Background: an optimization exercise with open tools, aiming at small area, a short achievable clock period and few clock cycles. Do not read the settings as production practice. The RTL was checked by simulation tests, not by an equivalence proof against the original design. Power figures rest on the tool's default switching activity, not on a simulated workload.

[flow/config.mk]
export PLATFORM = sky130hd
export DESIGN_NAME = rotor_byte_cipher
export DESIGN_NICKNAME = rotor_byte_cipher
export VERILOG_FILES = /design/flow/design.v
export SDC_FILE = /design/flow/constraint.sdc
export NUM_CORES = 4
export LEC_CHECK = 0
export CAP_MARGIN = 20
export CORE_MARGIN = 2
export CORE_UTILIZATION = 40
export PLACE_DENSITY = 0.6
export SLEW_MARGIN = 20
[flow/constraint.sdc]
create_clock -name core_clock -period 6.0 [get_ports {clk}]
set_input_delay 1.2000 -clock core_clock [delete_from_list [all_inputs] [get_ports {clk}]]
set_output_delay 1.2000 -clock core_clock [all_outputs]
set_load 0.01 [all_outputs]
[flow/design.v]
module rbc_swap_mem (
  input  logic       clk,
  input  logic       rst,
  input  logic       wr_en,
  input  logic [4:0] wr_addr,
  input  logic [4:0] wr_data,
  input  logic       rd_en,
  input  logic [4:0] rd_addr,
  output logic [4:0] rd_data
);
  localparam int KEY_N = 32;
  logic [4:0]       mem [KEY_N];
  logic [KEY_N-1:0] written;
  logic [4:0]       q;
  logic [4:0]       q_addr;
  logic             q_valid;
  always_ff @(posedge clk) begin
    if (wr_en) begin
      mem[wr_addr] <= wr_data;
    end
    if (rd_en) begin
      q      <= mem[rd_addr];
      q_addr <= rd_addr;
    end
  end
  always_ff @(posedge clk) begin
    if (rst) begin
      written <= '0;
      q_valid <= 1'b0;
    end else begin
      if (wr_en) begin
        written[wr_addr] <= 1'b1;
      end
      if (rd_en) begin
        q_valid <= written[rd_addr];
      end
    end
  end
  assign rd_data = q_valid ? q : q_addr;
endmodule
module rotor_byte_cipher (
  input  logic        clk,
  input  logic        rst,
  input  logic        cfg_we,
  input  logic [1:0]  cfg_index,
  input  logic [59:0] cfg_data,
  input  logic        byte_valid,
  output logic        byte_ready,
  input  logic        restart,
  input  logic [7:0]  data_in,
  output logic        code_valid,
  input  logic        code_ready,
  output logic [7:0]  data_out
);
  localparam int KEY_N   = 32;
  localparam int ENTRY_W = 5;
  localparam int TYPE_W  = 3;
  localparam int PART2_W = 40;
  localparam logic [4:0] LAST_ENTRY = 5'd31;
  localparam logic [4:0] ENTRY_MAX  = 5'd31;
  localparam logic [2:0] TYPE_MAX   = 3'd7;
  localparam logic [1:0] REG_KEY0 = 2'd0;
  localparam logic [1:0] REG_KEY1 = 2'd1;
  localparam logic [1:0] REG_KEY2 = 2'd2;
  localparam logic [2:0] ST_IDLE  = 3'd0;
  localparam logic [2:0] ST_SWEEP = 3'd1;
  localparam logic [2:0] ST_LOOK1 = 3'd2;
  localparam logic [2:0] ST_LOOK2 = 3'd3;
  localparam logic [2:0] ST_LOOK3 = 3'd4;
  logic [59:0]            key_part0;
  logic [59:0]            key_part1;
  logic [PART2_W-1:0]     key_part2;
  logic [KEY_N*ENTRY_W-1:0] keys;
  logic [2:0]             state, state_next;
  logic [4:0]             cnt;
  logic [7:0]             x_q;
  logic [2:0]             trk_found, trk_found_next;
  logic [2:0]             trk_done, trk_done_next;
  logic [2:0][4:0]        trk_first, trk_first_next;
  logic [2:0][2:0]        trk_gap, trk_gap_next;
  logic [2:0][4:0]        vctr, vctr_next;
  logic [2:0][2:0]        tctr, tctr_next;
  logic [4:0]             vidx;
  logic [2:0]             tidx;
  logic [4:0]             sweep_entry;
  logic [4:0]             sweep_partner;
  logic [4:0]             key_at_vidx;
  logic                   mem_wr_en;
  logic [4:0]             mem_wr_addr;
  logic [4:0]             mem_wr_data;
  logic                   mem_rd_en;
  logic [4:0]             mem_rd_addr;
  logic [4:0]             rd_data;
  logic                   fire;
  always_ff @(posedge clk) begin
    if (rst) begin
      key_part0 <= '0;
      key_part1 <= '0;
      key_part2 <= '0;
    end else if (cfg_we) begin
      case (cfg_index)
        REG_KEY0: key_part0 <= cfg_data;
        REG_KEY1: key_part1 <= cfg_data;
        REG_KEY2: key_part2 <= cfg_data[PART2_W-1:0];
        default: begin
        end
      endcase
    end
  end
  assign keys = {key_part2, key_part1, key_part0};
  assign vidx = vctr[0] + vctr[1] + vctr[2];
  assign tidx = tctr[0] + tctr[1] + tctr[2];
  assign sweep_entry   = keys[cnt*ENTRY_W +: ENTRY_W];
  assign sweep_partner = keys[(LAST_ENTRY - cnt)*ENTRY_W +: ENTRY_W];
  assign key_at_vidx   = keys[vidx*ENTRY_W +: ENTRY_W];
  always_comb begin
    state_next = state;
    case (state)
      ST_IDLE: begin
        if (byte_valid) begin
          state_next = restart ? ST_SWEEP : ST_LOOK2;
        end
      end
      ST_SWEEP: begin
        if (cnt == LAST_ENTRY) begin
          state_next = ST_LOOK1;
        end
      end
      ST_LOOK1: state_next = ST_LOOK2;
      ST_LOOK2: state_next = ST_LOOK3;
      ST_LOOK3: begin
        if (!code_valid || code_ready) begin
          state_next = ST_IDLE;
        end
      end
      default: state_next = ST_IDLE;
    endcase
  end
  always_comb begin
    byte_ready  = 1'b0;
    fire        = 1'b0;
    mem_rd_en   = 1'b0;
    mem_rd_addr = data_in[ENTRY_W-1:0];
    mem_wr_en   = 1'b0;
    mem_wr_addr = sweep_entry;
    mem_wr_data = sweep_partner;
    case (state)
      ST_IDLE: begin
        byte_ready = 1'b1;
        mem_rd_en  = byte_valid && !restart;
      end
      ST_SWEEP: begin
        mem_wr_en = 1'b1;
      end
      ST_LOOK1: begin
        mem_rd_en   = 1'b1;
        mem_rd_addr = x_q[ENTRY_W-1:0];
      end
      ST_LOOK2: begin
        mem_rd_en   = 1'b1;
        mem_rd_addr = rd_data + key_at_vidx;
      end
      ST_LOOK3: begin
        fire = !code_valid || code_ready;
      end
      default: begin
      end
    endcase
  end
  always_comb begin
    trk_found_next = trk_found;
    trk_done_next  = trk_done;
    trk_first_next = trk_first;
    trk_gap_next   = trk_gap;
    for (int k = 0; k < 3; k++) begin
      if (sweep_entry == 5'(k) || sweep_entry == 5'(31 - k)) begin
        if (!trk_found[k]) begin
          trk_found_next[k] = 1'b1;
          trk_first_next[k] = cnt;
        end else if (!trk_done[k]) begin
          trk_done_next[k] = 1'b1;
          trk_gap_next[k]  = 3'(cnt - trk_first[k]);
        end
      end
    end
  end
  always_comb begin
    vctr_next[0] = vctr[0] + 5'd1;
    vctr_next[1] = vctr[1];
    vctr_next[2] = vctr[2];
    if (vctr[0] == ENTRY_MAX) begin
      vctr_next[1] = vctr[1] + 5'd1;
      if (vctr[1] == ENTRY_MAX) begin
        vctr_next[2] = vctr[2] + 5'd1;
      end
    end
    tctr_next[0] = tctr[0] + 3'd1;
    tctr_next[1] = tctr[1];
    tctr_next[2] = tctr[2];
    if (tctr[0] == TYPE_MAX) begin
      tctr_next[1] = tctr[1] + 3'd1;
      if (tctr[1] == TYPE_MAX) begin
        tctr_next[2] = tctr[2] + 3'd1;
      end
    end
  end
  always_ff @(posedge clk) begin
    if (rst) begin
      state      <= ST_IDLE;
      cnt        <= '0;
      code_valid <= 1'b0;
      trk_found  <= '0;
      trk_done   <= '0;
      trk_first  <= '0;
      trk_gap    <= '0;
      vctr       <= '0;
      tctr       <= '0;
    end else begin
      state <= state_next;
      if (byte_valid && byte_ready) begin
        x_q       <= data_in;
        cnt       <= '0;
        trk_found <= '0;
        trk_done  <= '0;
        trk_first <= '0;
        trk_gap   <= '0;
      end
      if (state == ST_SWEEP) begin
        cnt       <= cnt + 5'd1;
        trk_found <= trk_found_next;
        trk_done  <= trk_done_next;
        trk_first <= trk_first_next;
        trk_gap   <= trk_gap_next;
        if (cnt == LAST_ENTRY) begin
          vctr <= '0;
          tctr <= trk_gap_next;
        end
      end
      if (fire) begin
        code_valid <= 1'b1;
        data_out   <= {3'(tidx + x_q[7:5]), rd_data};
        vctr       <= vctr_next;
        tctr       <= tctr_next;
      end else if (code_valid && code_ready) begin
        code_valid <= 1'b0;
      end
    end
  end
  rbc_swap_mem u_swap_mem (
    .clk     (clk),
    .rst     (rst),
    .wr_en   (mem_wr_en),
    .wr_addr (mem_wr_addr),
    .wr_data (mem_wr_data),
    .rd_en   (mem_rd_en),
    .rd_addr (mem_rd_addr),
    .rd_data (rd_data)
  );
endmodule
[flow/run.sh]
#!/bin/bash
# synth_recipe.tcl (not shown) runs the flow's synth.tcl, then flattens the netlist and writes it again
# the make line also repeats each setting of config.mk as NAME=value (left out here)
make -C /OpenROAD-flow-scripts/flow DESIGN_CONFIG=/design/flow/config.mk WORK_HOME=/design/flow/orfs CLKGATE_MAP_FILE= SYNTH_SCRIPT=/design/flow/synth_recipe.tcl finish
==> results.txt <==
Yosys cell counts (all sizes together) (6+ instances only):
| master | instances | area share |
|---|---|---|
| mux2i | 144 | 0.056 |
| o2bb2ai | 15 | 0.0051 |
| a21boi | 6 | 0.0018 |
| o221ai | 9 | 0.0031 |
| ha | 35 | 0.017 |
| nand3b | 8 | 0.0026 |
| and3 | 13 | 0.0032 |
| nand2b | 29 | 0.0071 |
| inv | 49 | 0.0072 |
| a211oi | 17 | 0.0050 |
| xnor2 | 22 | 0.0075 |
| nor2b | 16 | 0.0039 |
| a22oi | 11 | 0.0032 |
| o22ai | 13 | 0.0034 |
| and2 | 8 | 0.0020 |
| nor3 | 14 | 0.0032 |
| or2 | 6 | 0.0015 |
| clkbuf | 115 | 0.017 |
| xor2 | 13 | 0.0047 |
| mux2 | 25 | 0.011 |
| buf | 72 | 0.015 |
| nor2 | 155 | 0.023 |
| nand2 | 503 | 0.074 |
| o211ai | 21 | 0.0062 |
| nand3 | 41 | 0.0080 |
| fa | 13 | 0.010 |
| a31oi | 16 | 0.0039 |
| a21oi | 262 | 0.051 |
| dfxtp | 250 | 0.20 |
| mux4 | 220 | 0.19 |
| nand4 | 11 | 0.0027 |
| o21ai | 58 | 0.011 |
| edfxtp | 186 | 0.22 |
power by group:
group	internal [W]	switching, W	total [W]
Combinational	0.000562	0.000858	0.00142
Sequential	0.00323	0.000133	0.00337
Clock	0.00180	0.00129	0.00308
per-layer routing:
layer	vias to the layer above	routed length (um)	track usage
met4	4	4530	0.124
li1	9030	-	-
met3	240	7060	0.0428
met5	-	23	0
met1	10187	34400	0.343
met2	1048	41300	0.424
registers in the layout, summed over array words and instances, names as in the netlist, 3 cells and up:
signal	count
state	3
vctr	15
u_swap_mem.mem	160
u_swap_mem.q	5
trk_gap	9
trk_first	9
key_part1	60
key_part0	60
cnt	5
trk_done	3
x_q	8
trk_found	3
key_part2	40
data_out	8
u_swap_mem.q_addr	5
u_swap_mem.written	32
tctr	9
cell type report:
class | count | area, sq um
inverters | 50 | 188
clock buffers | 64 | 1400
well taps | 846 | 1060
flip-flops and latches | 436 | 10600
multi-input cells | 1769 | 14100
diodes | 2 | 5.00
clock inverters | 26 | 307
fillers | 5873 | 34200
repair buffers | 138 | 1290
kinds of logic (layout without fill, tap and decap cells):
kind of cell,count (synthesis),count (layout)
mux,389,389
xor+xnor,35,35
flops,436,436
other cells,0,2
fa+ha+maj,48,48
simple gates,827,827
compound gates,470,470
buf+inv,237,278
per-stage QoR:
stage	total power [W]	area (sq um)	hold WS [ns]	setup WS [ns]
floorplan	0.00432	25600	0.424	0.0754
global placement	0.00481	27200	0.438	0.478
detailed placement	0.00483	27200	0.444	0.397
CTS	0.00790	28900	0.453	0.396
global route	0.00814	28900	0.471	0.130
finish	0.00787	28900	0.451	0.390
critical path, stage by stage (launching register included):
cell      delay (ns)
dfxtp_1         0.37
inv_1           0.08
fa_1            0.54
inv_1           0.05
ha_2            0.68
mux4_2          0.59
mux4_2          0.51
nand2_1         0.09
nand2_1         0.06
ha_1            0.21
fa_1            0.55
mux2i_1         0.12
o21ai_4         0.17
buf_4           0.38
mux4_2          0.38
mux2_2          0.29
o211ai_1        0.16
o21ai_0         0.10
worst min path at each step:
| stage | from | to | slack [ns] | cells past startpoint |
|---|---|---|---|---|
| floorplan | trk_gap[5]$_SDFFE_PP0P_ | trk_gap[5]$_SDFFE_PP0P_ | 0.42 | 2 |
| global placement | trk_done[2]$_SDFFE_PP0P_ | trk_done[2]$_SDFFE_PP0P_ | 0.44 | 1 |
| detailed placement | trk_gap[7]$_SDFFE_PP0P_ | trk_gap[7]$_SDFFE_PP0P_ | 0.44 | 2 |
| CTS | trk_gap[7]$_SDFFE_PP0P_ | trk_gap[7]$_SDFFE_PP0P_ | 0.45 | 2 |
| global route | trk_gap[7]$_SDFFE_PP0P_ | trk_gap[7]$_SDFFE_PP0P_ | 0.47 | 2 |
| finish | trk_gap[7]$_SDFFE_PP0P_ | trk_gap[7]$_SDFFE_PP0P_ | 0.45 | 2 |
placed cells by master, fill, tap and decap left out, types with 15 or more instances in the layout:
master           synthesis  layout
nand2_1                503     503
a21oi_1                262     260
dfxtp_1                250     248
mux4_2                 220     220
edfxtp_1               186     186
nor2_1                 154     153
mux2i_1                144     144
clkdlybuf4s50_1          0      84
o21ai_0                 56      56
clkbuf_16                0      50
buf_4                   11      50
inv_1                   47      46
nand3_1                 41      41
ha_1                    35      32
nand2b_1                29      29
mux2_2                  25      25
xnor2_1                 22      22
o211ai_1                21      21
a211oi_1                17      17
a31oi_1                 16      16
nor2b_1                 16      16
o2bb2ai_1               15      15
==> results.txt <==
status=finished clean; worst-path fanout max=30; Nets=2569; CTS buffer count=50; vias per inst=6.16; area grow syn2layout=13.1%; Reg2Reg Setup Slack=0.39 ns; vias in the first global route=19798; Rows=92; Worst Path Arrival=5.97 ns; hold buffers post-CTS=0; Cell variety after synth=68; Total GRT Usage=0.262; RSZ-0062 raised after global routing=no; VDD IR max=188 uV; IO Count=86; Syn. warnings=2; placed cell count=3239; mapped cell area=0.0256 sq mm; post-synthesis sequential area ratio=0.414; WL final=87300 um; fin util=0.458; Async SR Flop Fraction=0; first-pass GRT wire length=131000 um; largest net degree at the start of global routing=136; Clock Skews=0.0467 ns; Die Y-Extent=257 um; initial antenna violation count=4; Wirelength per Cell=26.2 um; critical path type=reg2reg; Port Buffer Count=85; die area=0.0659 sq mm; DRT antenna net count=0; Compound-Gate Fraction of Synth Area=0.108; leakage=9.37 nW; GRT Residual Overflow=0; post-synthesis mux area share=0.261; Avg Inst Size Synth=10.5 sq um; Synth Area in XOR/XNOR=0.0123; router iterations before antenna repair=5; hold crit path type=reg2reg; post-synthesis cell count=2442; Slew HR=0.249; CP Launch Type=flip-flop; CTS tree=built; Synth Area in Adders=0.0273; width of the die=257 um; DRC violations left=0; number of flops mapped to enable cells by yosys=186; Clock Path Buffers=3; core footprint=0.0631 sq mm; gp weighted congestion=1.04; CTS sink count=436; placed wire-length estimate=63700 um; Max-cap violations=0; Worst setup EP type=flip-flop; 1st-iter DRT viols=2326; worst slew pin tran=1.10 ns; Post-Layout Cell Count=3331; Required @ worst endpoint=6.36 ns; Starting Density=0.405; Slew Limit Fails=0; R2R depth=17; share of layout cells above drive strength 1=0.171; R2R Path End=u_swap_mem.q[4]$_DFFE_PP_; post-synthesis simple-gate area fraction=0.138; number of synthesized register bits=436; maximum operating frequency=0.178 GHz; count of final setup violators=0; final critical-path required period=5.61 ns; largest family of logic cells by synthesized area=multiplexers; Crit. Startpoint=vctr[1]$_SDFFE_PP0P_; post-CTS setup repair buffer count=0; Reg2Reg Launch Point=vctr[1]$_SDFFE_PP0P_; Worst-path clk slew=0.06 ns; setup TNS=0 ns; Vias=20509; Resized Gates After CTS=0; CP endpoint=u_swap_mem.q[4]$_DFFE_PP_; clk root buf=clkbuf_16; Synth Flop Type=dfxtp_1; period utilization=0.935; Worst-Skew Late Latency=0.63 ns; pwr dens=272 mW/mm^2; syn_nets=2566; Fin. Hold Viols=0; htree depth=2
Testbench counts, summed over its fixed seeds: cycles 38,929.

-- port drivers added, routing unchanged --
No port has a modelled driver above. Below, the same layout with a new extraction and two added sets of constraints. Step 1 sets driving cells, clkbuf_16 on the clock port and buf_2 on the other inputs (assumed; they add their load-dependent delay and slew). Step 2 adds t to the input delays and takes it off the output delays; t is the mean of the earliest and latest rising clock arrival at the registers after step 1. Input paths then give back, and output paths get back, about the clock's delay inside the block. Slacks: ideal / step 1 / step 2; pairs: ideal / step 1.
t, ns: 0.672
setup slack, ns: 0.390 / 0.390 / 0.390
hold WS [ns]: 0.451 / 0.451 / 0.451
worst data-port slew with drivers (ns): 0.06
After both steps this run still meets setup and hold. The setup slack of this run moves by 0.000 ns with the drivers and by 0.000 ns with both steps.
